This design comes from an exercise in tuning for small area, a short achievable clock period and few clock cycles on the open sky130 flow, not from production work.
RTL that was checked went through simulation tests only; none was proved equivalent to the original.
Power is estimated from default activity; no workload was simulated.

==> flow/design.v <==
`timescale 1ns/10ps
module dma_backend #(
  parameter int unsigned MaxOut = 4    
) (
  input  logic        clk_i,
  input  logic        rst_ni,
  input  logic        valid_i,
  input  logic [31:0] req_src_i,
  input  logic [31:0] req_dst_i,
  input  logic [31:0] req_num_bytes_i,
  input  logic        req_serialize_i,
  output logic        ready_o,
  output logic [31:0] ar_addr_o,
  output logic [7:0]  ar_len_o,
  output logic        ar_valid_o,
  input  logic        ar_ready_i,
  output logic [31:0] aw_addr_o,
  output logic [7:0]  aw_len_o,
  output logic        aw_valid_o,
  input  logic        aw_ready_i,
  output logic [31:0] w_data_o,
  output logic        w_last_o,
  output logic        w_valid_o,
  input  logic        w_ready_i,
  input  logic [31:0] r_data_i,
  input  logic        r_last_i,
  input  logic        r_valid_i,
  output logic        r_ready_o,
  input  logic        b_valid_i,
  output logic        b_ready_o,
  output logic        backend_idle_o,
  output logic        trans_complete_o
);
  localparam int unsigned BPtrW = (MaxOut > 1) ? $clog2(MaxOut) : 1;
  localparam int unsigned PendW = $clog2(MaxOut + 3);
  logic              free_q;     
  logic              rdy_q;      
  logic              free_d;
  logic              calc_q;     
  logic              ser_q;      
  logic              ar_vld_q;
  logic              aw_vld_q;
  logic [29:0]       src_q;
  logic [29:0]       dst_q;
  logic [29:0]       left_q;
  logic [3:0]        len_q;      
  logic              last_q;     
  logic              ge16;       
  logic              gt16;       
  logic [3:0]        cap_s;
  logic [3:0]        cap_d;
  logic [3:0]        cap_l;
  logic [3:0]        cap_lr;
  logic              s_le_d;
  logic              s_le_l;
  logic              d_le_l;
  logic              l_le_s;
  logic              l_le_d;
  logic [3:0]        len_d;
  logic              last_d;
  logic [4:0]        beats;
  logic              src_c4;
  logic              dst_c4;
  logic              src_c10;
  logic              dst_c10;
  logic              left_b5;
  logic [5:0]        src_mid_inc;
  logic [5:0]        dst_mid_inc;
  logic [19:0]       src_hi_inc;
  logic [19:0]       dst_hi_inc;
  logic [24:0]       left_hi_dec;
  logic [29:0]       src_nx;
  logic [29:0]       dst_nx;
  logic [29:0]       left_nx;
  logic              req_nz;
  logic              accept;
  logic              issue;
  logic              advance;
  logic              ar_vld_d;
  logic              aw_vld_d;
  logic              bl_mem_q [MaxOut];
  logic [BPtrW:0]    bl_wp_q;
  logic [BPtrW:0]    bl_rp_q;
  logic [BPtrW:0]    bl_wp_inc;
  logic [BPtrW:0]    bl_rp_inc;
  logic              bl_full;
  logic              bl_empty;
  logic              b_fire;
  logic [PendW-1:0]  pend_q;
  logic [PendW-1:0]  pend_x;
  logic [PendW-1:0]  pend_x1;
  logic              pend_is0;
  logic              pend_is1;
  logic              cmp_q;
  logic              cmp_d;
  logic              busy_q;     
  logic              ser_ok;
  assign ge16   = |left_q[29:4];
  assign gt16   = (|left_q[29:5]) | (left_q[4] & (|left_q[3:0]));
  assign cap_s  = (&src_q[9:4]) ? ~src_q[3:0] : 4'hf;
  assign cap_d  = (&dst_q[9:4]) ? ~dst_q[3:0] : 4'hf;
  assign cap_lr = left_q[3:0] - 4'd1;
  assign cap_l  = ge16 ? 4'hf : cap_lr;
  assign s_le_d = (cap_s <= cap_d);
  assign s_le_l = ge16 | (cap_s <= cap_lr);
  assign d_le_l = ge16 | (cap_d <= cap_lr);
  assign l_le_s = ge16 ? (cap_s == 4'hf) : (cap_lr <= cap_s);
  assign l_le_d = ge16 ? (cap_d == 4'hf) : (cap_lr <= cap_d);
  assign len_d  = (s_le_d & s_le_l) ? cap_s : (~s_le_d & d_le_l) ? cap_d : cap_l;
  assign last_d = ~gt16 & l_le_s & l_le_d;
  assign beats  = {1'b0, len_q} + 5'd1;
  assign src_c4  = (len_q >= ~src_q[3:0]);
  assign dst_c4  = (len_q >= ~dst_q[3:0]);
  assign src_c10 = src_c4 & (&src_q[9:4]);
  assign dst_c10 = dst_c4 & (&dst_q[9:4]);
  assign left_b5 = ({1'b0, left_q[3:0]} <= {1'b0, len_q}) & ~left_q[4];
  always_comb begin
    for (int i = 0; i < 6; i++) begin
      src_mid_inc[i] = src_q[4+i] ^ (&(src_q[9:4] | ~((6'd1 << i) - 6'd1)));
      dst_mid_inc[i] = dst_q[4+i] ^ (&(dst_q[9:4] | ~((6'd1 << i) - 6'd1)));
    end
    for (int i = 0; i < 20; i++) begin
      src_hi_inc[i] = src_q[10+i] ^ (&(src_q[29:10] | ~((20'd1 << i) - 20'd1)));
      dst_hi_inc[i] = dst_q[10+i] ^ (&(dst_q[29:10] | ~((20'd1 << i) - 20'd1)));
    end
    for (int i = 0; i < 25; i++) begin
      left_hi_dec[i] = left_q[5+i] ^ ~(|(left_q[29:5] & ((25'd1 << i) - 25'd1)));
    end
  end
  assign src_nx  = {src_c10 ? src_hi_inc : src_q[29:10],
                    src_c4 ? src_mid_inc : src_q[9:4],
                    src_q[3:0] + len_q + 4'd1};
  assign dst_nx  = {dst_c10 ? dst_hi_inc : dst_q[29:10],
                    dst_c4 ? dst_mid_inc : dst_q[9:4],
                    dst_q[3:0] + len_q + 4'd1};
  assign left_nx = {left_b5 ? left_hi_dec : left_q[29:5],
                    left_q[4:0] - {1'b0, len_q} - 5'd1};
  assign req_nz  = |req_num_bytes_i[31:2];
  assign accept  = rdy_q & valid_i & req_nz;
  assign ser_ok  = ~ser_q | pend_is1;
  assign issue   = calc_q & ~bl_full & ser_ok;
  assign advance = ~free_q & ~calc_q & ~ar_vld_q & ~aw_vld_q;
  assign ar_vld_d = issue | (ar_vld_q & ~ar_ready_i);
  assign aw_vld_d = issue | (aw_vld_q & ~aw_ready_i);
  always_comb begin
    free_d = free_q;
    if (free_q) begin
      free_d = ~accept;
    end else if (ar_vld_q | aw_vld_q) begin
      free_d = last_q & ~ar_vld_d & ~aw_vld_d;
    end
  end
  always_ff @(posedge clk_i or negedge rst_ni) begin
    if (!rst_ni) begin
      free_q   <= 1'b1;
      rdy_q    <= 1'b0;
      calc_q   <= 1'b0;
      ar_vld_q <= 1'b0;
      aw_vld_q <= 1'b0;
    end else begin
      free_q   <= free_d;
      rdy_q    <= free_d;
      ar_vld_q <= ar_vld_d;
      aw_vld_q <= aw_vld_d;
      if (free_q) begin
        calc_q <= accept;
      end else if (calc_q) begin
        calc_q <= ~issue;
      end else if (!ar_vld_q && !aw_vld_q) begin
        calc_q <= 1'b1;
      end
    end
  end
  always_ff @(posedge clk_i) begin
    if (free_q) begin
      src_q  <= req_src_i[31:2];
      dst_q  <= req_dst_i[31:2];
      left_q <= req_num_bytes_i[31:2];
      ser_q  <= req_serialize_i;
    end else if (advance) begin
      src_q  <= src_nx;
      dst_q  <= dst_nx;
      left_q <= left_nx;
    end else if (issue) begin
      ser_q  <= 1'b0;
    end
    if (issue) begin
      len_q  <= len_d;
      last_q <= last_d;
    end
  end
  assign ar_addr_o  = {src_q, 2'b00};
  assign aw_addr_o  = {dst_q, 2'b00};
  assign ar_len_o   = {4'd0, len_q};
  assign aw_len_o   = {4'd0, len_q};
  assign ar_valid_o = ar_vld_q;
  assign aw_valid_o = aw_vld_q;
  assign ready_o    = rdy_q;
  assign b_ready_o = 1'b1;
  assign bl_full   = (bl_wp_q == (bl_rp_q ^ {1'b1, BPtrW'(0)}));
  assign bl_empty  = (bl_wp_q == bl_rp_q);
  assign bl_wp_inc = bl_wp_q + 1'b1;
  assign bl_rp_inc = bl_rp_q + 1'b1;
  assign b_fire    = b_valid_i & ~bl_empty;
  assign cmp_d     = b_fire & bl_mem_q[bl_rp_q[BPtrW-1:0]];
  assign pend_x    = pend_q - PendW'(cmp_q);
  assign pend_x1   = pend_x + 1'b1;
  assign pend_is0  = (pend_x == '0);
  assign pend_is1  = (pend_x == PendW'(1));
  always_ff @(posedge clk_i or negedge rst_ni) begin
    if (!rst_ni) begin
      bl_wp_q  <= '0;
      bl_rp_q  <= '0;
      pend_q   <= '0;
      cmp_q    <= 1'b0;
      busy_q   <= 1'b0;
    end else begin
      if (issue) begin
        bl_wp_q <= bl_wp_inc;
      end
      if (b_fire) begin
        bl_rp_q <= bl_rp_inc;
      end
      pend_q   <= accept ? pend_x1 : pend_x;
      cmp_q    <= cmp_d;
      busy_q   <= accept | ~(cmp_d ? pend_is1 : pend_is0);
    end
  end
  always_ff @(posedge clk_i) begin
    for (int unsigned i = 0; i < MaxOut; i++) begin
      if (issue && bl_wp_q[BPtrW-1:0] == BPtrW'(i)) begin
        bl_mem_q[i] <= last_d;
      end
    end
  end
  assign trans_complete_o = cmp_q;
  assign backend_idle_o   = ~busy_q;
  logic              w_vld_q;
  logic [32:0]       w_q;
  logic              skid_vld_q;
  logic              skid_vld_d;
  logic              r_rdy_q;    
  logic [32:0]       skid_q;
  logic              out_free;
  logic              r_fire;
  assign out_free = ~w_vld_q | w_ready_i;
  assign r_fire   = r_valid_i & r_rdy_q;
  assign skid_vld_d = skid_vld_q ? ~out_free : (r_fire & ~out_free);
  always_ff @(posedge clk_i or negedge rst_ni) begin
    if (!rst_ni) begin
      w_vld_q    <= 1'b0;
      skid_vld_q <= 1'b0;
      r_rdy_q    <= 1'b0;
    end else begin
      w_vld_q    <= ~out_free | skid_vld_q | r_fire;
      skid_vld_q <= skid_vld_d;
      r_rdy_q    <= ~skid_vld_d;
    end
  end
  always_ff @(posedge clk_i) begin
    if (!skid_vld_q) begin
      skid_q <= {r_last_i, r_data_i};
    end
    if (out_free) begin
      w_q <= skid_vld_q ? skid_q : {r_last_i, r_data_i};
    end
  end
  assign w_valid_o = w_vld_q;
  assign w_data_o  = w_q[31:0];
  assign w_last_o  = w_q[32];
  assign r_ready_o = r_rdy_q;
endmodule
clock: 8.5 ns
lec_check: 0
cap_margin: 20
core_margin: 2
core_utilization: 65
place_density: 0.75
slew_margin: 20
standard.sh (not shown) runs the stock make flow with config.mk's settings and CLKGATE_MAP_FILE= SYNTH_SCRIPT=/design/flow/synth_recipe.tcl, a recipe that flattens the netlist after the stock synthesis.
==> flow/flow/run.sh <==
#!/bin/bash
# standard layout; timing repair aims below the clock period, ports buffered with buf_1
bash standard.sh SETUP_SLACK_MARGIN=5.6 "BUFFER_PORTS_ARGS=-buffer_cell sky130_fd_sc_hd__buf_1" finish > standard.log 2>&1
Rerun with:
--- a/flow/design.v
+++ b/flow/design.v
@@ -45,10 +45,14 @@
   logic [29:0]       left_q;
   logic [3:0]        len_q;      
   logic              last_q;     
   logic              ge16;       
   logic              gt16;       
+  logic              spe_q;      
+  logic              dpe_q;      
+  logic              spe_nx;
+  logic              dpe_nx;
   logic [3:0]        cap_s;
   logic [3:0]        cap_d;
   logic [3:0]        cap_l;
   logic [3:0]        cap_lr;
   logic              s_le_d;
@@ -95,12 +99,12 @@
   logic              cmp_d;
   logic              busy_q;     
   logic              ser_ok;
   assign ge16   = |left_q[29:4];
   assign gt16   = (|left_q[29:5]) | (left_q[4] & (|left_q[3:0]));
-  assign cap_s  = (&src_q[9:4]) ? ~src_q[3:0] : 4'hf;
-  assign cap_d  = (&dst_q[9:4]) ? ~dst_q[3:0] : 4'hf;
+  assign cap_s  = spe_q ? ~src_q[3:0] : 4'hf;
+  assign cap_d  = dpe_q ? ~dst_q[3:0] : 4'hf;
   assign cap_lr = left_q[3:0] - 4'd1;
   assign cap_l  = ge16 ? 4'hf : cap_lr;
   assign s_le_d = (cap_s <= cap_d);
   assign s_le_l = ge16 | (cap_s <= cap_lr);
   assign d_le_l = ge16 | (cap_d <= cap_lr);
@@ -133,10 +137,12 @@
   assign dst_nx  = {dst_c10 ? dst_hi_inc : dst_q[29:10],
                     dst_c4 ? dst_mid_inc : dst_q[9:4],
                     dst_q[3:0] + len_q + 4'd1};
   assign left_nx = {left_b5 ? left_hi_dec : left_q[29:5],
                     left_q[4:0] - {1'b0, len_q} - 5'd1};
+  assign spe_nx  = src_c4 ? (src_q[9:4] == 6'd62) : (&src_q[9:4]);
+  assign dpe_nx  = dst_c4 ? (dst_q[9:4] == 6'd62) : (&dst_q[9:4]);
   assign req_nz  = |req_num_bytes_i[31:2];
   assign accept  = rdy_q & valid_i & req_nz;
   assign ser_ok  = ~ser_q | pend_is1;
   assign issue   = calc_q & ~bl_full & ser_ok;
   assign advance = ~free_q & ~calc_q & ~ar_vld_q & ~aw_vld_q;
@@ -175,14 +181,18 @@
     if (free_q) begin
       src_q  <= req_src_i[31:2];
       dst_q  <= req_dst_i[31:2];
       left_q <= req_num_bytes_i[31:2];
       ser_q  <= req_serialize_i;
+      spe_q  <= &req_src_i[11:6];
+      dpe_q  <= &req_dst_i[11:6];
     end else if (advance) begin
       src_q  <= src_nx;
       dst_q  <= dst_nx;
       left_q <= left_nx;
+      spe_q  <= spe_nx;
+      dpe_q  <= dpe_nx;
     end else if (issue) begin
       ser_q  <= 1'b0;
     end
     if (issue) begin
       len_q  <= len_d;
Sequential share of layout area rose by 0.47 points.
Routed wire length rose slightly.
Sequential cell count rose by 2.
Design area stays flat.
Core utilization fell by 0.51 points.
Setup slack hardly moves.
Sequential power rose by a few percent.
Critical path depth does not change.
Hold slack stays flat.
Die area rose slightly.
Testbench counts after the change, summed over its fixed seeds: cycles 36,136.
The RTL of the first run of this note was laid out without a check of its function.

[re-timing with driven ports]
The results above use ideal ports. As a check the final layouts listed here were re-extracted and re-timed, cells and wires unchanged. Step 1 assumes that a clkbuf_16 drives the clock port and a buf_2 every other input. Step 2 moves the port delays by t, midway between the first and last clock arrival at a register: inputs arrive t later, outputs are due t later. That takes back most of the time a late clock gives input paths. Three values: ideal, step 1, step 2; two values: the first two.
run | t, ns | setup slack, ns | worst setup path at the end
the first run | 0.477 | 5.637 / 5.592 / 5.392 | input to register
the second run | 0.479 | 5.639 / 5.594 / 5.249 | input to register
After both steps every run listed still meets setup and hold. The setup slack of the second run, which loses most, moves by -0.045 ns with the drivers and by -0.390 ns with both steps.
